What follows belongs to an exercise in optimizing a design on an open flow for small area, a short achievable clock period and few clock cycles per item; a production flow would make more cautious choices. No run shown here included a check of the RTL's function; only the layout flow was run.

**design/flow/flow/knobs.txt**
```
SYNTH_HIERARCHICAL=1
SYNTH_ARGS=-noabc
ABC_AREA=1
BUFFER_PORTS_ARGS=-buffer_cell sky130_fd_sc_hd__buf_1
```
**design/flow/flow/cellmap.v**
```verilog
module \$_AND_ (input A, input B, output Y); sky130_fd_sc_hd__and2_1 _TECHMAP_REPLACE_ (.A(A), .B(B), .X(Y)); endmodule
module \$_OR_ (input A, input B, output Y); sky130_fd_sc_hd__or2_1 _TECHMAP_REPLACE_ (.A(A), .B(B), .X(Y)); endmodule
module \$_XOR_ (input A, input B, output Y); sky130_fd_sc_hd__xor2_1 _TECHMAP_REPLACE_ (.A(A), .B(B), .X(Y)); endmodule
module \$_XNOR_ (input A, input B, output Y); sky130_fd_sc_hd__xnor2_1 _TECHMAP_REPLACE_ (.A(A), .B(B), .Y(Y)); endmodule
module \$_NAND_ (input A, input B, output Y); sky130_fd_sc_hd__nand2_1 _TECHMAP_REPLACE_ (.A(A), .B(B), .Y(Y)); endmodule
module \$_NOR_ (input A, input B, output Y); sky130_fd_sc_hd__nor2_1 _TECHMAP_REPLACE_ (.A(A), .B(B), .Y(Y)); endmodule
module \$_NOT_ (input A, output Y); sky130_fd_sc_hd__inv_1 _TECHMAP_REPLACE_ (.A(A), .Y(Y)); endmodule
module \$_MUX_ (input A, input B, input S, output Y); sky130_fd_sc_hd__mux2_1 _TECHMAP_REPLACE_ (.A0(A), .A1(B), .S(S), .X(Y)); endmodule
```
**design/flow/flow/struct_modules.txt**
```
sm4OutD
sm4OutK
```
**design/flow/standard.sh**
```bash
#!/bin/bash
# synth_recipe.tcl (not shown) runs the flow's synth.tcl, then flattens the netlist and writes it again
# the make line also repeats each setting of config.mk as NAME=value (left out here)
make -C /OpenROAD-flow-scripts/flow DESIGN_CONFIG=/design/flow/config.mk WORK_HOME=/design/flow/orfs CLKGATE_MAP_FILE= SYNTH_SCRIPT=/design/flow/synth_recipe.tcl "${@:-finish}"
```
**design/flow/constraint.sdc**
```tcl
create_clock -name core_clock -period 11.0 [get_ports {clk}]
set_input_delay 2.2000 -clock core_clock [delete_from_list [all_inputs] [get_ports {clk}]]
set_output_delay 2.2000 -clock core_clock [all_outputs]
set_load 0.01 [all_outputs]
```
**design/flow/config.mk**
```make
export PLATFORM = sky130hd
export DESIGN_NAME = sm4Core
export DESIGN_NICKNAME = sm4Core
export VERILOG_FILES = /design/flow/design.v
export SDC_FILE = /design/flow/constraint.sdc
export NUM_CORES = 8
export LEC_CHECK = 0
export CAP_MARGIN = 20
export CORE_MARGIN = 2
export CORE_UTILIZATION = 60
export SETUP_SLACK_MARGIN = 5
export SLEW_MARGIN = 20
export TNS_END_PERCENT = 0
```
**design/flow/design.v**
```verilog
`default_nettype none
package sm4TablesPkg;
  function automatic logic [1:0] gf4Mul(input logic [1:0] a, input logic [1:0] b);
    logic hh, ll, mm;
    hh = a[1] & b[1];
    ll = a[0] & b[0];
    mm = (a[1] ^ a[0]) & (b[1] ^ b[0]);
    gf4Mul = {mm ^ ll, hh ^ ll};
  endfunction
  function automatic logic [3:0] gf16Mul(input logic [3:0] a, input logic [3:0] b, input logic [1:0] nu);
    logic [1:0] hh, ll, mm;
    hh = gf4Mul(a[3:2], b[3:2]);
    ll = gf4Mul(a[1:0], b[1:0]);
    mm = gf4Mul(a[3:2] ^ a[1:0], b[3:2] ^ b[1:0]);
    gf16Mul = {mm ^ ll, gf4Mul(hh, nu) ^ ll};
  endfunction
  function automatic logic [3:0] gf16Inv2(input logic [3:0] a);
    case (a)
      4'd0: gf16Inv2 = 4'd0;
      4'd1: gf16Inv2 = 4'd1;
      4'd2: gf16Inv2 = 4'd3;
      4'd3: gf16Inv2 = 4'd2;
      4'd4: gf16Inv2 = 4'd15;
      4'd5: gf16Inv2 = 4'd12;
      4'd6: gf16Inv2 = 4'd9;
      4'd7: gf16Inv2 = 4'd11;
      4'd8: gf16Inv2 = 4'd10;
      4'd9: gf16Inv2 = 4'd6;
      4'd10: gf16Inv2 = 4'd8;
      4'd11: gf16Inv2 = 4'd7;
      4'd12: gf16Inv2 = 4'd5;
      4'd13: gf16Inv2 = 4'd14;
      4'd14: gf16Inv2 = 4'd13;
      4'd15: gf16Inv2 = 4'd4;
      default: gf16Inv2 = 4'd0;
    endcase
  endfunction
  function automatic logic [7:0] sbox(input logic [7:0] x);
    logic [7:0] t;
    logic [7:0] v;
    logic [3:0] ah, al, d, di;
    t[0] = x[1] ^ x[2] ^ x[5];
    t[1] = x[1] ^ x[4] ^ x[5] ^ x[6] ^ 1'b1;
    t[2] = x[2] ^ x[5] ^ x[7];
    t[3] = x[3] ^ x[4] ^ 1'b1;
    t[4] = x[0] ^ x[1] ^ x[2] ^ x[4] ^ x[6];
    t[5] = x[6] ^ 1'b1;
    t[6] = x[2] ^ x[7] ^ 1'b1;
    t[7] = x[0] ^ x[1] ^ x[2] ^ x[3] ^ x[4] ^ x[5] ^ x[6] ^ 1'b1;
    ah = t[7:4];
    al = t[3:0];
    d  = gf16Mul(ah, ah, 2'd2) ;
    d  = gf16Mul(d, 4'd9, 2'd2) ^ gf16Mul(ah, al, 2'd2) ^ gf16Mul(al, al, 2'd2);
    di = gf16Inv2(d);
    v  = {gf16Mul(ah, di, 2'd2), gf16Mul(ah ^ al, di, 2'd2)};
    sbox[0] = v[0] ^ v[2] ^ v[4] ^ v[6] ^ 1'b1;
    sbox[1] = v[0] ^ v[6] ^ 1'b1;
    sbox[2] = v[1] ^ v[2] ^ v[4] ^ v[5] ^ v[6];
    sbox[3] = v[0] ^ v[4] ^ v[6] ^ v[7];
    sbox[4] = v[1] ^ v[3] ^ v[7] ^ 1'b1;
    sbox[5] = v[1] ^ v[3] ^ v[5];
    sbox[6] = v[0] ^ v[1] ^ 1'b1;
    sbox[7] = v[0] ^ v[1] ^ v[2] ^ v[3] ^ v[5] ^ 1'b1;
  endfunction
  function automatic logic [7:0] sboxV(input logic [7:0] x);
    logic [7:0] t;
    logic [3:0] ah, al, d, di;
    t[0] = x[1] ^ x[2] ^ x[5];
    t[1] = x[1] ^ x[4] ^ x[5] ^ x[6] ^ 1'b1;
    t[2] = x[2] ^ x[5] ^ x[7];
    t[3] = x[3] ^ x[4] ^ 1'b1;
    t[4] = x[0] ^ x[1] ^ x[2] ^ x[4] ^ x[6];
    t[5] = x[6] ^ 1'b1;
    t[6] = x[2] ^ x[7] ^ 1'b1;
    t[7] = x[0] ^ x[1] ^ x[2] ^ x[3] ^ x[4] ^ x[5] ^ x[6] ^ 1'b1;
    ah = t[7:4];
    al = t[3:0];
    d  = gf16Mul(ah, ah, 2'd2) ;
    d  = gf16Mul(d, 4'd9, 2'd2) ^ gf16Mul(ah, al, 2'd2) ^ gf16Mul(al, al, 2'd2);
    di = gf16Inv2(d);
    sboxV = {gf16Mul(ah, di, 2'd2), gf16Mul(ah ^ al, di, 2'd2)};
  endfunction
  function automatic logic [31:0] tauV(input logic [31:0] a);
    tauV = {sboxV(a[31:24]), sboxV(a[23:16]), sboxV(a[15:8]), sboxV(a[7:0])};
  endfunction
  function automatic logic [31:0] ck(input logic [4:0] i);
    case (i)
      5'd0: ck = 32'h00070e15;
      5'd1: ck = 32'h1c232a31;
      5'd2: ck = 32'h383f464d;
      5'd3: ck = 32'h545b6269;
      5'd4: ck = 32'h70777e85;
      5'd5: ck = 32'h8c939aa1;
      5'd6: ck = 32'ha8afb6bd;
      5'd7: ck = 32'hc4cbd2d9;
      5'd8: ck = 32'he0e7eef5;
      5'd9: ck = 32'hfc030a11;
      5'd10: ck = 32'h181f262d;
      5'd11: ck = 32'h343b4249;
      5'd12: ck = 32'h50575e65;
      5'd13: ck = 32'h6c737a81;
      5'd14: ck = 32'h888f969d;
      5'd15: ck = 32'ha4abb2b9;
      5'd16: ck = 32'hc0c7ced5;
      5'd17: ck = 32'hdce3eaf1;
      5'd18: ck = 32'hf8ff060d;
      5'd19: ck = 32'h141b2229;
      5'd20: ck = 32'h30373e45;
      5'd21: ck = 32'h4c535a61;
      5'd22: ck = 32'h686f767d;
      5'd23: ck = 32'h848b9299;
      5'd24: ck = 32'ha0a7aeb5;
      5'd25: ck = 32'hbcc3cad1;
      5'd26: ck = 32'hd8dfe6ed;
      5'd27: ck = 32'hf4fb0209;
      5'd28: ck = 32'h10171e25;
      5'd29: ck = 32'h2c333a41;
      5'd30: ck = 32'h484f565d;
      5'd31: ck = 32'h646b7279;
      default: ck = 32'h0;
    endcase
  endfunction
  localparam logic [127:0] FK = {
    32'ha3b1bac6,
    32'h56aa3350,
    32'h677d9197,
    32'hb27022dc
  };
  function automatic logic [31:0] rotl(input logic [31:0] w, input int unsigned n);
    rotl = (w << n) | (w >> (32 - n));
  endfunction
  function automatic logic [31:0] tauSub(input logic [31:0] a);
    tauSub = {sbox(a[31:24]), sbox(a[23:16]), sbox(a[15:8]), sbox(a[7:0])};
  endfunction
  function automatic logic [31:0] dataT(input logic [31:0] x);
    logic [31:0] b;
    b = tauSub(x);
    dataT = b ^ rotl(b, 2) ^ rotl(b, 10) ^ rotl(b, 18) ^ rotl(b, 24);
  endfunction
  function automatic logic [31:0] keyT(input logic [31:0] x);
    logic [31:0] b;
    b = tauSub(x);
    keyT = b ^ rotl(b, 13) ^ rotl(b, 23);
  endfunction
endpackage
`default_nettype wire
`default_nettype none
package sm4CorePkg;
  localparam int WORD_W  = 32;
  localparam int BLOCK_W = 128;
  localparam int ROUNDS  = 32;
  localparam int ROUND_W = 5;
endpackage
`default_nettype wire
`default_nettype none
module sm4OutD (
  input  wire logic [31:0] v,
  output logic [31:0]      t
);
  logic n1, n2, n3, n4, n5, n6, n7, n8, n9, n10, n11, n12;
  logic n13, n14, n15, n16, n17, n18, n19, n20, n21, n22, n23, n24;
  logic n25, n26, n27, n28, n29, n30, n31, n32, n33, n34, n35, n36;
  logic n37, n38, n39, n40, n41, n42, n43, n44, n45, n46, n47, n48;
  logic n49, n50, n51, n52, n53, n54, n55, n56, n57, n58, n59, n60;
  logic n61, n62, n63, n64, n65, n66, n67, n68, n69, n70, n71, n72;
  logic n73, n74, n75, n76, n77, n78, n79, n80, n81, n82, n83, n84;
  logic n85, n86, n87, n88, n89, n90, n91, n92, n93, n94, n95, n96;
  logic n97, n98, n99, n100, n101, n102, n103, n104, n105, n106, n107, n108;
  logic n109, n110, n111, n112, n113, n114, n115, n116, n117, n118, n119, n120;
  logic n121, n122, n123, n124, n125, n126, n127, n128, n129, n130, n131, n132;
  logic n133, n134, n135, n136, n137, n138, n139, n140, n141, n142, n143, n144;
  logic n145, n146, n147, n148, n149, n150, n151, n152, n153, n154, n155, n156;
  logic n157, n158, n159, n160, n161, n162, n163, n164, n165, n166, n167, n168;
  logic n169, n170, n171, n172, n173, n174, n175, n176, n177, n178, n179, n180;
  logic n181, n182, n183, n184, n185, n186, n187, n188, n189, n190, n191, n192;
  logic n193, n194, n195, n196;
  assign n1 = v[0] ^ v[17];
  assign n2 = v[12] ^ v[14];
  assign n3 = v[16] ^ v[24];
  assign n4 = v[4] ^ v[6];
  assign n5 = v[13] ^ v[9];
  assign n6 = v[25] ^ v[29];
  assign n7 = v[1] ^ v[5];
  assign n8 = v[20] ^ v[22];
  assign n9 = v[28] ^ v[30];
  assign n10 = v[19] ^ v[21];
  assign n11 = v[10] ^ v[2];
  assign n12 = v[18] ^ v[26];
  assign n13 = v[11] ^ v[3];
  assign n14 = v[27] ^ v[8];
  assign n15 = n2 ^ n4;
  assign n16 = n5 ^ n7;
  assign n17 = n8 ^ n9;
  assign n18 = v[15] ^ v[7];
  assign n19 = v[23] ^ v[31];
  assign n20 = n1 ^ n10;
  assign n21 = n14 ^ n6;
  assign n22 = n13 ^ n16;
  assign n23 = v[25] ^ v[9];
  assign n24 = v[24] ^ v[8];
  assign n25 = v[17] ^ v[1];
  assign n26 = v[0] ^ v[16];
  assign n27 = n12 ^ v[27];
  assign n28 = n3 ^ v[6];
  assign n29 = n5 ^ v[11];
  assign n30 = n7 ^ v[3];
  assign n31 = n10 ^ v[18];
  assign n32 = n2 ^ n3;
  assign n33 = n13 ^ n18;
  assign n34 = n11 ^ n6;
  assign n35 = n20 ^ n29;
  assign n36 = n21 ^ n30;
  assign n37 = n15 ^ n34;
  assign n38 = v[22] ^ v[30];
  assign n39 = v[21] ^ v[2];
  assign n40 = v[3] ^ v[7];
  assign n41 = v[14] ^ v[22];
  assign n42 = v[24] ^ v[2];
  assign n43 = v[15] ^ v[23];
  assign n44 = v[11] ^ v[19];
  assign n45 = v[26] ^ v[8];
  assign n46 = n4 ^ v[9];
  assign n47 = n19 ^ v[0];
  assign n48 = n4 ^ v[7];
  assign n49 = n23 ^ v[19];
  assign n50 = n1 ^ v[1];
  assign n51 = n2 ^ v[10];
  assign n52 = n8 ^ v[25];
  assign n53 = n25 ^ v[31];
  assign n54 = n26 ^ v[8];
  assign n55 = n19 ^ v[27];
  assign n56 = n12 ^ n39;
  assign n57 = n24 ^ n9;
  assign n58 = n45 ^ n9;
  assign n59 = n28 ^ v[30];
  assign n60 = n11 ^ n15;
  assign n61 = n11 ^ n21;
  assign n62 = n15 ^ n18;
  assign n63 = n17 ^ n32;
  assign n64 = n17 ^ n56;
  assign n65 = v[10] ^ v[14];
  assign n66 = v[0] ^ v[10];
  assign n67 = v[4] ^ v[8];
  assign n68 = v[17] ^ v[5];
  assign n69 = v[0] ^ v[12];
  assign n70 = v[13] ^ v[17];
  assign n71 = v[16] ^ v[25];
  assign n72 = v[10] ^ v[16];
  assign n73 = v[16] ^ v[21];
  assign n74 = v[14] ^ v[20];
  assign n75 = v[16] ^ v[23];
  assign n76 = v[1] ^ v[23];
  assign n77 = v[17] ^ v[8];
  assign n78 = v[18] ^ v[8];
  assign n79 = v[28] ^ v[31];
  assign n80 = v[21] ^ v[29];
  assign n81 = v[15] ^ v[24];
  assign n82 = n24 ^ v[18];
  assign n83 = n43 ^ v[26];
  assign n84 = n72 ^ v[17];
  assign n85 = n12 ^ v[1];
  assign n86 = n26 ^ v[26];
  assign n87 = n74 ^ v[6];
  assign n88 = n25 ^ v[2];
  assign n89 = n19 ^ v[15];
  assign n90 = n44 ^ v[9];
  assign n91 = n42 ^ v[26];
  assign n92 = n1 ^ n23;
  assign n93 = n6 ^ n65;
  assign n94 = n12 ^ n66;
  assign n95 = n18 ^ n38;
  assign n96 = n6 ^ n68;
  assign n97 = n1 ^ n14;
  assign n98 = n19 ^ n40;
  assign n99 = n12 ^ n41;
  assign n100 = n1 ^ n24;
  assign n101 = n4 ^ n5;
  assign n102 = n43 ^ n69;
  assign n103 = n44 ^ n7;
  assign n104 = n70 ^ n9;
  assign n105 = n14 ^ n71;
  assign n106 = n1 ^ n73;
  assign n107 = n75 ^ n8;
  assign n108 = n3 ^ n76;
  assign n109 = n3 ^ n6;
  assign n110 = n11 ^ n77;
  assign n111 = n3 ^ n7;
  assign n112 = n78 ^ n8;
  assign n113 = n41 ^ n79;
  assign n114 = n40 ^ n5;
  assign n115 = n57 ^ v[31];
  assign n116 = n3 ^ n92;
  assign n117 = n32 ^ n67;
  assign n118 = n17 ^ n3;
  assign n119 = n20 ^ n42;
  assign n120 = n102 ^ n8;
  assign n121 = n17 ^ n23;
  assign n122 = n38 ^ n86;
  assign n123 = n3 ^ n46;
  assign n124 = n114 ^ n80;
  assign n125 = n50 ^ n81;
  assign n126 = n27 ^ n28;
  assign n127 = n16 ^ n94;
  assign n128 = n33 ^ n46;
  assign n129 = n47 ^ n48;
  assign n130 = n49 ^ n97;
  assign n131 = n50 ^ n51;
  assign n132 = n52 ^ n82;
  assign n133 = n100 ^ n101;
  assign n134 = n103 ^ n104;
  assign n135 = n105 ^ n33;
  assign n136 = n31 ^ n84;
  assign n137 = n54 ^ n85;
  assign n138 = n106 ^ n58;
  assign n139 = n47 ^ n57;
  assign n140 = n16 ^ n31;
  assign n141 = n52 ^ n55;
  assign n142 = n107 ^ n20;
  assign n143 = n108 ^ n33;
  assign n144 = n109 ^ n27;
  assign n145 = n58 ^ n88;
  assign n146 = n110 ^ n31;
  assign n147 = n111 ^ n112;
  assign n148 = n113 ^ n48;
  assign n149 = n17 ^ n27;
  assign n150 = n51 ^ n53;
  assign n151 = n55 ^ n90;
  assign n152 = n20 ^ n91;
  assign n153 = n126 ^ n93;
  assign n154 = n117 ~^ n95;
  assign n155 = n128 ^ n96;
  assign n156 = n130 ~^ n98;
  assign n157 = n119 ^ n99;
  assign n158 = n134 ^ n83;
  assign n159 = n135 ~^ n53;
  assign n160 = n139 ~^ n87;
  assign n161 = n142 ^ n21;
  assign n162 = n143 ~^ n49;
  assign n163 = n148 ~^ n54;
  assign n164 = n36 ^ n89;
  assign n165 = n116 ~^ n60;
  assign n166 = n127 ~^ n63;
  assign n167 = n118 ^ n129;
  assign n168 = n35 ^ n61;
  assign n169 = n131 ~^ n132;
  assign n170 = n133 ~^ n64;
  assign n171 = n120 ~^ n59;
  assign n172 = n115 ^ n35;
  assign n173 = n136 ^ n36;
  assign n174 = n121 ~^ n137;
  assign n175 = n122 ^ n22;
  assign n176 = n138 ~^ n37;
  assign n177 = n140 ^ n141;
  assign n178 = n144 ^ n22;
  assign n179 = n123 ~^ n145;
  assign n180 = n146 ^ n22;
  assign n181 = n147 ~^ n37;
  assign n182 = n124 ^ n149;
  assign n183 = n125 ~^ n151;
  assign n184 = n152 ^ n22;
  assign n185 = n153 ~^ n35;
  assign n186 = n155 ^ n64;
  assign n187 = n167 ^ n22;
  assign n188 = n157 ~^ n36;
  assign n189 = n158 ^ n37;
  assign n190 = n172 ^ n62;
  assign n191 = n175 ~^ n61;
  assign n192 = n177 ^ n60;
  assign n193 = n161 ^ n62;
  assign n194 = n180 ~^ n59;
  assign n195 = n150 ^ n182;
  assign n196 = n164 ^ n63;
  assign t[0] = n165;
  assign t[1] = n185;
  assign t[2] = n166;
  assign t[3] = n154;
  assign t[4] = n186;
  assign t[5] = n187;
  assign t[6] = n156;
  assign t[7] = n168;
  assign t[8] = n169;
  assign t[9] = n188;
  assign t[10] = n170;
  assign t[11] = n171;
  assign t[12] = n189;
  assign t[13] = n190;
  assign t[14] = n159;
  assign t[15] = n173;
  assign t[16] = n174;
  assign t[17] = n191;
  assign t[18] = n176;
  assign t[19] = n160;
  assign t[20] = n192;
  assign t[21] = n193;
  assign t[22] = n162;
  assign t[23] = n178;
  assign t[24] = n179;
  assign t[25] = n194;
  assign t[26] = n181;
  assign t[27] = n163;
  assign t[28] = n195;
  assign t[29] = n196;
  assign t[30] = n183;
  assign t[31] = n184;
endmodule
module sm4OutK (
  input  wire logic [31:0] v,
  output logic [31:0]      t
);
  logic n1, n2, n3, n4, n5, n6, n7, n8, n9, n10, n11, n12;
  logic n13, n14, n15, n16, n17, n18, n19, n20, n21, n22, n23, n24;
  logic n25, n26, n27, n28, n29, n30, n31, n32, n33, n34, n35, n36;
  logic n37, n38, n39, n40, n41, n42, n43, n44, n45, n46, n47, n48;
  logic n49, n50, n51, n52, n53, n54, n55, n56, n57, n58, n59, n60;
  logic n61, n62, n63, n64, n65, n66, n67, n68, n69, n70, n71, n72;
  logic n73, n74, n75, n76, n77, n78, n79, n80, n81, n82, n83, n84;
  logic n85, n86, n87, n88, n89, n90, n91, n92, n93, n94, n95, n96;
  logic n97, n98, n99, n100, n101, n102, n103, n104, n105, n106, n107, n108;
  logic n109, n110, n111, n112, n113, n114, n115, n116, n117, n118, n119, n120;
  logic n121, n122, n123, n124, n125, n126, n127, n128, n129, n130, n131, n132;
  logic n133, n134, n135, n136, n137, n138, n139, n140, n141, n142, n143;
  assign n1 = v[0] ^ v[16];
  assign n2 = v[24] ^ v[8];
  assign n3 = v[20] ^ v[22];
  assign n4 = v[4] ^ v[6];
  assign n5 = v[12] ^ v[14];
  assign n6 = v[13] ^ v[9];
  assign n7 = v[17] ^ v[19];
  assign n8 = v[1] ^ v[5];
  assign n9 = v[28] ^ v[30];
  assign n10 = v[25] ^ v[29];
  assign n11 = v[18] ^ v[21];
  assign n12 = n4 ^ v[2];
  assign n13 = n5 ^ v[10];
  assign n14 = n6 ^ v[11];
  assign n15 = n8 ^ v[3];
  assign n16 = n10 ^ v[26];
  assign n17 = n1 ^ n3;
  assign n18 = n2 ^ n9;
  assign n19 = v[11] ^ v[15];
  assign n20 = v[1] ^ v[3];
  assign n21 = v[17] ^ v[27];
  assign n22 = v[25] ^ v[31];
  assign n23 = v[23] ^ v[27];
  assign n24 = n5 ^ v[15];
  assign n25 = n7 ^ v[21];
  assign n26 = n19 ^ v[9];
  assign n27 = n4 ^ v[7];
  assign n28 = n20 ^ v[7];
  assign n29 = n11 ^ n7;
  assign n30 = n11 ^ n3;
  assign n31 = v[14] ^ v[8];
  assign n32 = v[0] ^ v[6];
  assign n33 = v[16] ^ v[22];
  assign n34 = v[24] ^ v[30];
  assign n35 = n7 ^ v[23];
  assign n36 = n1 ^ v[17];
  assign n37 = n2 ^ v[25];
  assign n38 = n10 ^ n23;
  assign n39 = n2 ^ n21;
  assign n40 = n18 ^ v[26];
  assign n41 = n14 ^ v[10];
  assign n42 = n18 ^ v[31];
  assign n43 = n17 ^ v[18];
  assign n44 = n15 ^ v[24];
  assign n45 = n13 ^ n6;
  assign n46 = n12 ^ n14;
  assign n47 = n16 ^ n39;
  assign n48 = v[0] ^ v[1];
  assign n49 = v[18] ^ v[2];
  assign n50 = v[24] ^ v[27];
  assign n51 = v[6] ^ v[8];
  assign n52 = v[10] ^ v[26];
  assign n53 = v[17] ^ v[31];
  assign n54 = v[0] ^ v[2];
  assign n55 = v[14] ^ v[16];
  assign n56 = v[27] ^ v[8];
  assign n57 = v[1] ^ v[27];
  assign n58 = v[22] ^ v[25];
  assign n59 = n31 ^ v[23];
  assign n60 = n8 ^ v[8];
  assign n61 = n2 ^ v[30];
  assign n62 = n3 ^ v[16];
  assign n63 = n1 ^ v[9];
  assign n64 = n22 ^ v[1];
  assign n65 = n9 ^ v[0];
  assign n66 = n1 ^ v[2];
  assign n67 = n49 ^ n9;
  assign n68 = n21 ^ n22;
  assign n69 = n52 ^ n8;
  assign n70 = n33 ^ n9;
  assign n71 = n53 ^ n9;
  assign n72 = n54 ^ n7;
  assign n73 = n1 ^ n6;
  assign n74 = n34 ^ n8;
  assign n75 = n22 ^ n56;
  assign n76 = n10 ^ n57;
  assign n77 = n14 ^ v[16];
  assign n78 = n15 ^ v[9];
  assign n79 = n28 ^ v[9];
  assign n80 = n32 ^ n35;
  assign n81 = n48 ^ n61;
  assign n82 = n13 ^ n33;
  assign n83 = n30 ^ n31;
  assign n84 = n16 ^ n50;
  assign n85 = n29 ^ n51;
  assign n86 = n27 ^ n34;
  assign n87 = n17 ^ n23;
  assign n88 = n24 ^ n32;
  assign n89 = n58 ^ n66;
  assign n90 = n12 ^ n17;
  assign n91 = n12 ^ n24;
  assign n92 = n25 ^ n60;
  assign n93 = n26 ^ n27;
  assign n94 = n28 ^ n29;
  assign n95 = n15 ^ n16;
  assign n96 = n17 ^ n67;
  assign n97 = n38 ^ n62;
  assign n98 = n24 ^ n35;
  assign n99 = n25 ^ n26;
  assign n100 = n18 ^ n69;
  assign n101 = n16 ^ n28;
  assign n102 = n30 ^ n71;
  assign n103 = n15 ^ n38;
  assign n104 = n13 ^ n25;
  assign n105 = n12 ^ n13;
  assign n106 = n29 ^ n73;
  assign n107 = n12 ^ n26;
  assign n108 = n14 ^ n16;
  assign n109 = n27 ^ n65;
  assign n110 = n15 ^ n75;
  assign n111 = n13 ^ n30;
  assign n112 = n47 ~^ n55;
  assign n113 = n59 ^ n90;
  assign n114 = n36 ^ n93;
  assign n115 = n68 ^ n83;
  assign n116 = n37 ^ n98;
  assign n117 = n36 ^ n46;
  assign n118 = n63 ~^ n85;
  assign n119 = n101 ^ n70;
  assign n120 = n64 ^ n87;
  assign n121 = n103 ^ n72;
  assign n122 = n104 ^ n37;
  assign n123 = n107 ^ n74;
  assign n124 = n43 ^ n76;
  assign n125 = n45 ^ n80;
  assign n126 = n91 ^ n92;
  assign n127 = n77 ^ n94;
  assign n128 = n40 ^ n78;
  assign n129 = n41 ~^ n81;
  assign n130 = n95 ^ n96;
  assign n131 = n42 ^ n82;
  assign n132 = n45 ^ n97;
  assign n133 = n84 ^ n99;
  assign n134 = n100 ^ n46;
  assign n135 = n43 ^ n86;
  assign n136 = n102 ^ n44;
  assign n137 = n105 ^ n106;
  assign n138 = n40 ^ n88;
  assign n139 = n108 ^ n109;
  assign n140 = n42 ^ n79;
  assign n141 = n110 ^ n41;
  assign n142 = n44 ~^ n89;
  assign n143 = n111 ^ n47;
  assign t[0] = n113;
  assign t[1] = n125;
  assign t[2] = n126;
  assign t[3] = n114;
  assign t[4] = n127;
  assign t[5] = n128;
  assign t[6] = n129;
  assign t[7] = n130;
  assign t[8] = n131;
  assign t[9] = n115;
  assign t[10] = n132;
  assign t[11] = n116;
  assign t[12] = n133;
  assign t[13] = n117;
  assign t[14] = n118;
  assign t[15] = n134;
  assign t[16] = n135;
  assign t[17] = n119;
  assign t[18] = n136;
  assign t[19] = n120;
  assign t[20] = n121;
  assign t[21] = n122;
  assign t[22] = n112;
  assign t[23] = n137;
  assign t[24] = n138;
  assign t[25] = n123;
  assign t[26] = n139;
  assign t[27] = n140;
  assign t[28] = n141;
  assign t[29] = n124;
  assign t[30] = n142;
  assign t[31] = n143;
endmodule
`default_nettype wire
`default_nettype none
import sm4CorePkg::*;
module sm4Core (
  input  wire logic                             clk,
  input  wire logic                             rst_n,
  input  wire logic                             start,
  input  wire logic                             decrypt,
  input  wire logic [sm4CorePkg::BLOCK_W-1:0]   key,
  input  wire logic [sm4CorePkg::BLOCK_W-1:0]   textIn,
  output logic [sm4CorePkg::BLOCK_W-1:0]        textOut,
  output logic                                  done
);
  localparam logic [ROUND_W-1:0] CNT_LAST = ROUND_W'(ROUNDS - 1);
  logic               busy;
  logic               spec;
  logic               hitR;
  logic               rounds;
  logic               decMode;
  logic               valid;
  logic [ROUND_W-1:0] cnt;
  logic [ROUND_W-1:0] cntNext;
  logic               accept;
  logic               missNow;
  logic               lastRound;
  logic               toRounds;
  logic               keyBack;
  logic               dataRound;
  logic               saveEnd;
  logic               keyBackNext;
  logic [BLOCK_W-1:0] keyIn;
  logic [BLOCK_W-1:0] kw;
  logic [BLOCK_W-1:0] ko;
  assign keyIn     = key ^ sm4TablesPkg::FK;
  assign accept    = start && !busy;
  assign missNow   = spec && !hitR;
  assign lastRound = busy && rounds && !spec && (cnt == '0);
  assign toRounds  = busy && !rounds && (!decMode || cnt == CNT_LAST);
  always_comb
  begin
    if (accept)
      cntNext = decrypt ? CNT_LAST : ROUND_W'(1);
    else if (!busy || lastRound || missNow)
      cntNext = '0;
    else if (rounds ? decMode : (decMode && cnt == CNT_LAST))
      cntNext = rounds ? cnt - 1'b1 : cnt;
    else
      cntNext = cnt + 1'b1;
  end
  assign keyBackNext = accept ? decrypt
                              : (busy && !lastRound && !missNow && decMode && (rounds || toRounds));
  always_ff @(posedge clk or negedge rst_n)
  begin
    if (!rst_n)
    begin
      busy      <= 1'b0;
      spec      <= 1'b0;
      hitR      <= 1'b0;
      rounds    <= 1'b0;
      decMode   <= 1'b0;
      valid     <= 1'b0;
      cnt       <= '0;
      done      <= 1'b0;
      keyBack   <= 1'b0;
      dataRound <= 1'b0;
    end
    else
    begin
      done <= lastRound;
      cnt  <= cntNext;
      spec <= accept;
      hitR <= valid && (keyIn == kw);
      keyBack   <= keyBackNext;
      dataRound <= accept || (busy && !lastRound && !missNow && (rounds || toRounds));
      if (accept)
      begin
        busy    <= 1'b1;
        rounds  <= 1'b1;
        decMode <= decrypt;
      end
      else
      begin
        if (lastRound)
        begin
          busy  <= 1'b0;
          valid <= 1'b1;
        end
        if (missNow)
          rounds <= 1'b0;
        else if (toRounds)
          rounds <= 1'b1;
      end
    end
  end
  logic [WORD_W-1:0] k0, k1, k2, k3;
  logic [WORD_W-1:0] tk;
  logic [WORD_W-1:0] e0, e1, e2, e3;
  logic              stepFwd;
  logic              stepBack;
  logic              encEnd;
  logic [WORD_W-1:0] z;
  assign {k0, k1, k2, k3} = kw;
  sm4OutK u_outK (.v(sm4TablesPkg::tauV(z)), .t(tk));
  assign encEnd   = lastRound && !decMode;
  assign stepFwd  = (accept && !decrypt) || (busy && !keyBack && !encEnd && !missNow);
  assign stepBack = busy && keyBack && !missNow;
  always_comb
  begin
    if ((accept && decrypt) || missNow || encEnd)
      {e0, e1, e2, e3} = ko;
    else if (stepFwd)
      {e0, e1, e2, e3} = {k1, k2, k3, k0};
    else if (stepBack)
      {e0, e1, e2, e3} = {k3, k0, k1, k2};
    else
      {e0, e1, e2, e3} = kw;
  end
  always_ff @(posedge clk)
    kw <= {(tk & {WORD_W{stepBack}}) ^ e0, e1, e2, (tk & {WORD_W{stepFwd}}) ^ e3};
  always_ff @(posedge clk)
    z <= (tk & {WORD_W{keyBackNext ? stepBack : stepFwd}}) ^
         (e1 ^ e2 ^ (keyBackNext ? e0 : e3) ^ sm4TablesPkg::ck(cntNext));
  assign saveEnd = busy && !missNow && (decMode ? (rounds && cnt == CNT_LAST)
                                                : (!rounds || cnt == '0));
  always_ff @(posedge clk)
  begin
    if (accept)
      ko <= keyIn;
    else if (saveEnd)
      ko <= kw;
  end
  logic [WORD_W-1:0] x0, x1, x2, x3;
  logic [WORD_W-1:0] ex0, ex1, ex2, ex3;
  logic [WORD_W-1:0] y;
  logic [WORD_W-1:0] ty;
  logic              dataStep;
  assign dataStep = dataRound && !missNow;
  sm4OutD u_outD (.v(sm4TablesPkg::tauV(y)), .t(ty));
  always_comb
  begin
    if (accept)
      {ex0, ex1, ex2, ex3} = textIn;
    else if (dataStep)
      {ex0, ex1, ex2, ex3} = {x1, x2, x3, x0};
    else
      {ex0, ex1, ex2, ex3} = {x0, x1, x2, x3};
  end
  always_ff @(posedge clk)
  begin
    {x0, x1, x2} <= {ex0, ex1, ex2};
    x3 <= (ty & {WORD_W{dataStep}}) ^ ex3;
    y  <= (ty & {WORD_W{dataStep}}) ^ (tk & {WORD_W{stepFwd}}) ^ (ex1 ^ ex2 ^ ex3 ^ e3);
  end
  assign textOut = {x3, x2, x1, x0};
endmodule
`default_nettype wire
```
**design/flow/flow/run.sh**
```bash
#!/bin/bash
# Own layout flow: the standard flow (standard.sh) with its synthesis
# changed in one place only. Where the standard synthesis maps all logic with
# ABC, this one maps the gate-level modules listed in flow/struct_modules.txt
# one yosys gate to one cell (flow/cellmap.v), keeping their structure, and
# the rest with ABC as before. The flip-flops are mapped before that step, as
# in the standard synthesis, so registers, names and cells are unchanged.
# flow/knobs.txt adds ORFS variables to both make calls.
# Each tool's full output goes to a log file of its own in this folder.
set -euo pipefail
here=$(pwd)
fdir=$here/flow
structs=$(tr '\n' ' ' < "$fdir/struct_modules.txt")
rest=$(tr '\n' ' ' < "$fdir/abc_modules.txt")

sed "s#^  log_cmd abc {\*}\$abc_args#  log_cmd techmap -map $fdir/cellmap.v $structs\n  log_cmd opt_clean\n  log_cmd abc {*}\$abc_args $rest#" \
  "$FLOW_HOME/scripts/synth.tcl" > "$here/own_synth.tcl"
grep -q "cellmap.v" "$here/own_synth.tcl"
sed "s#\$::env(SCRIPTS_DIR)/synth.tcl#$here/own_synth.tcl#" "$here/synth_recipe.tcl" > "$here/own_synth_recipe.tcl"
grep -q "own_synth.tcl" "$here/own_synth_recipe.tcl"

knobs=()
if [[ -f $fdir/knobs.txt ]]; then
  while IFS= read -r line; do
    [[ -n "$line" && "$line" != \#* ]] && knobs+=("$line")
  done < "$fdir/knobs.txt"
fi

bash standard.sh "SYNTH_SCRIPT=$here/own_synth_recipe.tcl" "${knobs[@]}" synth > "$here/synth.log" 2>&1
bash standard.sh "SYNTH_SCRIPT=$here/own_synth_recipe.tcl" "${knobs[@]}" finish > "$here/layout.log" 2>&1
test -f "$here/out/final.def"
```
**design/flow/flow/abc_modules.txt**
```
sm4Core
```
==> impl_metrics.toml, run 1 <==
[global_route]
grt_pass1_vias = 35350
overflow = 0
grt_pass1_wl_um = 210000
antenna_found_initial = 6
grt_max_degree = 221
grt_use_total_pct = 40.8

[timing]
post-route-min-period_ns = 6.36
tightest_slew_ns = 1.19
max_freq_mhz = 157
drv_slew = 0
hold_violations = 0
rsz0062_at_grt = "yes"
maxSlewHeadroom_pct = 19.8
setup_tns_ns = 0
fin_ws_ns = 4.64
fin_skew_ns = 0.0363
whs_ns = 0.506
finalSetupViolCount = 0
fin_crit_sh_pct = 57.9

[logic_synthesis]
syn_area_per_cell_um2 = 6.87
yosysMostFrequentCell = "nand2_1"
synthFlopType = "dfxtp_1"
synth_common_cells = "nand2_1 (1,746), xor2_1 (650), inv_1 (469), nand3_1 (411), o21ai_0 (361)"
synth_cell_types = 63
synth_edf_count = 160
synth_seq_cells = 462
yosys-top-cells-area = "nand2_1 (17%), dfxtp_1 (15%), xor2_1 (15%), edfxtp_1 (12%), nand3_1 (5.3%)"
synth_top_area_cell = "nand2_1"
synth_fp_nets = 5960
synth_seq_area_share_pct = 28.1
synth_top_cell_area_share_pct = 16.9
synth-async-reset-ratio_pct = 3.03
syn-cell-area_um2 = 38900
yosys_warnings = 7
syn_inst = 5657

[setup_path]
crit_fanout = 5
critPathMaxStageDelay_ns = 0.50
cp-end-kind = "flip-flop"
cp_common_cell = "nand2_1"
cp.arrival_ns = 6.90
crit_type = "flip-flop to flip-flop"
critical_path.startpoint_type = "flip-flop"
slowest_stage = "xor2_2"
worstPathRequired_ns = 11.53

[floorplan]
dieWidth_um = 258
core_um2 = 64200
rows = 93
die_h_um = 258
start_util_pct = 60.5
pin_count = 389
die-area_um2 = 66800

[route]
drt-vias-per-instance = 6.00
drt_iter0_markers = 5345
drc = 0
wirelength_um = 154000
vias = 41638
avgRoutedWirePerCell_um = 22.1
ant_nets = 0
firstDrtPassIters = 19

[flow_run]
maxCapViolCount = 0

[layout]
finalNonFillerCells = 6943
drive_above_1_share_pct = 14.6
nets = 6338
n_fill_cell = 4980
area_growth_pct = 22.8

[hold_path]
hold_path.class = "flip-flop to flip-flop"

[clock_network]
clk_path_buf_depth = 3
clock-root-buffer = "clkbuf_16"
cts_sinks = 462
clk_pin_slew_ns = 0.06
clk_latency_ns = 0.64
cts_tree = "built"
htree_num_levels = 2
cts_hold_buffers = 0
cts_buffers = 53

[place]
io_buffers = 388
gp_congestion = 1.01
dp_hpwl_um = 107000
pre_cts_slack_ns = 3.95
dpl.cell_count = 6667

[run_status]
status = "finished clean"
## flip-flops by register name, summed over array words and instances, names as in the netlist
name,cells
ko,128
kw,128
x0,32
x1,32
x2,32
x3,32
y,32
z,32
cnt,5
busy,1
dataRound,1
decMode,1
done,1
hitR,1
keyBack,1
rounds,1
spec,1
valid,1
## final timing paths
check | start | slack, ns | depth (start not counted) | to
min in group asynchronous | rst_n | 1.73 | 1 | cnt[1]$_DFF_PN0_
max | y[24]$_DFF_P_ | 4.64 | 34 | y[7]$_DFF_P_
max in group asynchronous | rst_n | 8.65 | 1 | dataRound$_DFF_PN0_
min reg2reg | ko[80]$_DFFE_PP_ | 0.51 | 1 | kw[80]$_DFF_P_
min | ko[80]$_DFFE_PP_ | 0.51 | 1 | kw[80]$_DFF_P_
max reg2reg | y[24]$_DFF_P_ | 4.64 | 34 | y[7]$_DFF_P_
## modules after synthesis (local to each module, per instance)
module   times used  flops+latches  cells inside  cell area (um2)
sm4Core           1            462          5254            35400
sm4OutD           1              0           228             1960
sm4OutK           1              0           175             1490
## area by class of cell
type                       count  area [um2]  share of cell area (%)
antenna                        8        20.0                  0.0420
clock buffer                  78        1600                    3.36
sequential                   462       11000                    23.0
clock inverter                22         368                   0.771
timing repair buffer         576        3170                    6.65
multi-input combinational   4449       28600                    60.0
inverter                     493        1870                    3.91
tap                          855        1070                    2.24
## worst max-delay path: cells and delay by family, from the launching register on
family | cells | cell delay, ns
xor gates and xnor gates | 10 | 2.72
and+or+nand+nor | 19 | 2.36
DFF | 1 | 0.48
buffers and inverters | 4 | 0.48
adders and majority gates | 1 | 0.19
## through the flow
stage / cell area, um2 / utilization (%)
floorplan: 38900 / -
global placement: 40400 / 62.9
detailed placement: 40400 / 62.9
CTS: 44300 / 69.0
global route: 47700 / 74.2
finish: 47700 / 74.3
## routing by layer
metal  vias up  track usage (%)  share of wire, %
met4         6             16.8               5.9
met3       579             8.51                12
met5         -                0             0.030
met2      2714             61.3                43
met1     19411             57.1                38
li1      18928                -                 -
## layout by cell type (no fill, tap or decap), types with 11 or more instances in the layout
cell type	n
clkbuf_16	56
nand4_1	38
a221oi_1	31
dfxtp_1	257
a31oi_1	60
edfxtp_1	160
a21oi_1	60
nor2_1	333
o21a_1	26
xnor2_1	151
buf_1	388
xnor2_4	18
clkinv_2	12
clkbuf_8	12
nand3_2	25
xor2_4	95
xor2_2	121
o211ai_1	125
o21ai_0	359
inv_2	28
nor3_1	11
buf_4	161
ha_1	33
buf_12	23
nand3b_1	30
o22ai_1	35
dfxtp_2	25
xnor2_2	38
dfrtp_1	14
nand2_1	1652
nand2_2	152
nand2_4	51
xor2_1	454
inv_1	457
nand3_1	396
o31ai_1	49
nor2_2	11
## kinds of logic after synthesis
family / after synthesis / share of synthesized area [%]
and+or+nand+nor: 2733 / 29.6
xor gates and xnor gates: 880 / 20.6
AOI/OAI and AO/OA: 789 / 12.4
buffers and inverters: 746 / 7.90
DFF: 462 / 28.1
adders and majority gates: 43 / 1.38
muxes: 4 / 0.103
## timing repair
| item | 4_1_cts | 5_1_grt |
|---|---|---|
| pin swaps | 44 | 176 |
| endpoints found under the setup margin | 129 | 154 |
| setup buffers | 27 | 141 |
| hold endpoints to repair | 0 | 0 |
| resized for setup | 223 | 361 |
==> inputs of run 2 (changes only) <==
==> design/flow/flow/run.sh (replaced) <==
#!/bin/bash
# Own layout flow: the standard flow (standard.sh), with
#  - synthesis as standard.sh does it, except for the ABC mapping script
#    (flow/abc.script) used for the logic between the registers;
#  - the ORFS knobs in flow/knobs.txt added to the layout's make call.
# Registers, their names and cells are the standard synthesis's: the
# flip-flops are mapped before ABC runs and ABC does not touch them.
# Each tool's full output goes to a log file of its own in this folder.
set -euo pipefail
here=$(pwd)
fdir=$here/flow

# synthesis script: synth_recipe.tcl with ORFS's synth.tcl swapped for a copy
# whose abc call uses flow/abc.script.
sed "s#^  log_cmd abc {\*}\$abc_args#  set abc_args [lreplace \$abc_args 1 1 $fdir/abc.script]\n  log_cmd abc {*}\$abc_args#" \
  "$FLOW_HOME/scripts/synth.tcl" > "$here/own_synth.tcl"
grep -q "abc.script" "$here/own_synth.tcl"
sed "s#\$::env(SCRIPTS_DIR)/synth.tcl#$here/own_synth.tcl#" "$here/synth_recipe.tcl" > "$here/own_synth_recipe.tcl"
grep -q "own_synth.tcl" "$here/own_synth_recipe.tcl"

knobs=()
if [[ -f $fdir/knobs.txt ]]; then
  while IFS= read -r line; do
    [[ -n "$line" && "$line" != \#* ]] && knobs+=("$line")
  done < "$fdir/knobs.txt"
fi

bash standard.sh "SYNTH_SCRIPT=$here/own_synth_recipe.tcl" synth > "$here/synth.log" 2>&1
bash standard.sh "SYNTH_SCRIPT=$here/own_synth_recipe.tcl" "${knobs[@]}" finish > "$here/layout.log" 2>&1
test -f "$here/out/final.def"
==> design/flow/flow/abc.script (new file) <==
strash
dch
map -B 0.9
topo
stime -c
buffer -c
upsize -c
dnsize -c
==> design/flow/flow/knobs.txt (replaced) <==
BUFFER_PORTS_ARGS=-buffer_cell sky130_fd_sc_hd__buf_1
removed: design/flow/flow/abc_modules.txt
removed: design/flow/flow/cellmap.v
removed: design/flow/flow/struct_modules.txt
==> impl_metrics.toml, run 2 <==
[layout]
drive_above_1_share_pct = 7.66
final_common_cell = "nand2_1"
multi_input_area_um2 = 30700
final_cell_mix = "nand2_1 (2,961), nand3_1 (767), inv_1 (613), o21ai_0 (446), nor2_1 (408)"
final_util_pct = 66.9
regArea_um2 = 11000
area_growth_pct = 10.3
nets = 8010
n_fill_cell = 6829
top_regs = "ko x128, kw x128"

[global_route]
grt_pass1_vias = 44724
globalRouteMet3Util_pct = 12.8
grt_use_total_pct = 45.4
antenna_found_initial = 16
grt_use_met2_pct = 64.9
grt_max_degree = 168
grt_pass1_wl_um = 263000
met1_usage_pct = 59.7
busiest_layer = "met2"
overflow = 0

[route]
drc = 0
avgRoutedWirePerCell_um = 20.7
vias = 51732
drt_iter0_markers = 7391
wirelength_um = 180000
firstDrtPassIters = 9
ant_nets = 0
drt-vias-per-instance = 5.96

[logic_synthesis]
muxShareOfSynthArea_pct = 0
synth_fp_nets = 7741
syn_inst = 7398
yosys_warnings = 1
synth_seq_area_share_pct = 24.7
synth-async-reset-ratio_pct = 3.03
synthAdderAreaFrac_pct = 2.35
synth_top_family_by_area = "simple AND/OR/NAND/NOR gates"
synthFlopType = "dfxtp_1"
synth_common_cells = "nand2_1 (3,032), nand3_1 (793), inv_1 (616), o21ai_0 (451), nor2_1 (419)"
synth_top_cell_area_share_pct = 25.7
yosys-top-cells-area = "nand2_1 (26%), dfxtp_1 (13%), edfxtp_1 (11%), nand3_1 (9.0%), xor2_1 (5.7%)"
syn_area_per_cell_um2 = 5.98
synth-xor-area-share_pct = 10.4
synth_seq_cells = 462
synth_compound_area_share_pct = 11.2
synth_top_area_cell = "nand2_1"
yosys.area_share.simple_pct = 43.8
yosysMostFrequentCell = "nand2_1"
synth_edf_count = 160
syn-cell-area_um2 = 44200
synth_cell_types = 60

[timing]
fin_skew_ns = 0.0313
tightest_slew_ns = 1.33
rsz0062_at_grt = "yes"
drv_slew = 0
post-route-min-period_ns = 5.88
hold_violations = 0
fin_crit_sh_pct = 53.5
setup_tns_ns = 0
finalSetupViolCount = 0
maxSlewHeadroom_pct = 10.4
max_freq_mhz = 170

[place]
gp_congestion = 1.10
io_buffers = 388
dp_hpwl_um = 142000

[floorplan]
core_um2 = 73000
rows = 99
dieWidth_um = 276
die_h_um = 276
pin_count = 389
start_util_pct = 60.6
die-area_um2 = 75900

[flow_run]
maxCapViolCount = 0

[clock_network]
clk_path_buf_depth = 3
clock-root-buffer = "clkbuf_16"
cts_buffers = 46
htree_num_levels = 2
clk_pin_slew_ns = 0.07
clk_latency_ns = 0.59
cts_hold_buffers = 0
cts_tree = "built"
cts_sinks = 462

[setup_path]
cp-end-kind = "flip-flop"
crit_fanout = 67
critical_path.startpoint = "start"
rr_startpoint = "y[17]$_DFF_P_"
worstPathRequired_ns = 11.47
critical_path.startpoint_type = "input pin"
crit_type = "input pin to flip-flop"
cp.arrival_ns = 6.35

[run_status]
status = "finished clean"

[hold_path]
hold_path.startpoint = "spec$_DFF_PN0_"
hold_path.class = "flip-flop to flip-flop"
run 2: area by class of cell:
type | instances | area share, %
well taps | 959 | 2.46
inverters | 668 | 5.20
flip-flops and latches | 462 | 22.5
repair buffers | 431 | 3.79
clock inverters | 23 | 0.420
multi-input cells | 6058 | 62.9
clock buffers | 61 | 2.70
diodes | 15 | 0.0769
run 2: routing by layer:
metal / vias to the layer above / part of all wire, %
li1: 24408 / -
met1: 23253 / 38
met2: 3430 / 40
met3: 635 / 14
met4: 6 / 8.1
met5: - / 0.022
run 2: worst paths after layout:
path / endpoint / slack (ns) / cells past startpoint
setup / recovery: z[21]$_DFF_P_ / 5.12 / 12
hold / removal: done$_DFF_PN0_ / 0.52 / 1
min in group asynchronous: keyBack$_DFF_PN0_ / 1.68 / 1
max in group asynchronous: cnt[3]$_DFF_PN0_ / 8.81 / 1
hold reg to reg: done$_DFF_PN0_ / 0.52 / 1
setup reg to reg: y[16]$_DFF_P_ / 5.38 / 44
run 2: cells by family (layout without fill, tap and decap cells):
family / after synthesis / count (layout)
buffers and inverters: 878 / 1183
AND/OR/NAND/NOR: 4604 / 4604
flip-flops: 462 / 462
AO/OA/AOI/OAI: 855 / 855
other: 0 / 15
adder cells (fa/ha/maj): 83 / 83
XOR/XNOR: 516 / 516
run 2: per-stage QoR:
step	instance area, um2	hold WS (ns)	instances	worst slack, ns
after global placement	46300	0.495	8563	4.29
final	48800	0.521	8677	5.12
after CTS	47900	0.508	8647	4.88
after floorplan	44300	0.440	7398	5.68
after detailed placement	46300	0.492	8563	4.16
after global routing	48800	0.527	8672	4.90
run 2: critical path, cell delays in order:
cell	delay [ns]
buf_1	0.20
nand2_8	0.27
o21ai_4	0.23
buf_4	0.75
inv_4	0.44
buf_6	0.36
o21ai_0	0.22
a21oi_1	0.11
o21ai_0	0.93
xor2_1	0.16
xor2_1	0.21
xor2_1	0.19
run 2: timing repair:
item | in CTS | in global routing
gates cloned | 0 | 0
pin swaps | 0 | 22
resized for setup | 2 | 209
setup endpoints to repair | 23 | 158
buffers inserted | 0 | 15

[what the ideal ports hide]
The flow's constraints put no driver on any port. The routed layouts listed below were extracted and timed again, unchanged, in two steps. Step 1, drivers: a clkbuf_16 drives clk and a buf_2 each remaining input, both assumed. Step 2 also shifts input and output timing later by t, the mid clock arrival at the registers, as if the neighbouring blocks saw the same clock. a / b / c = no drivers / after step 1 / after step 2; a / b = the first two.
run | t, ns | setup slack, ns | worst slew at a driven data input, ns
run 1 | 0.689 | 4.636 / 4.636 / 4.493 | 0.11
run 2 | 0.639 | 5.119 / 5.158 / 4.520 | 0.11
After both steps every run listed still meets setup and hold. For run 2, which loses most, drivers alone change the setup slack by +0.039 ns; drivers and shift together by -0.599 ns.
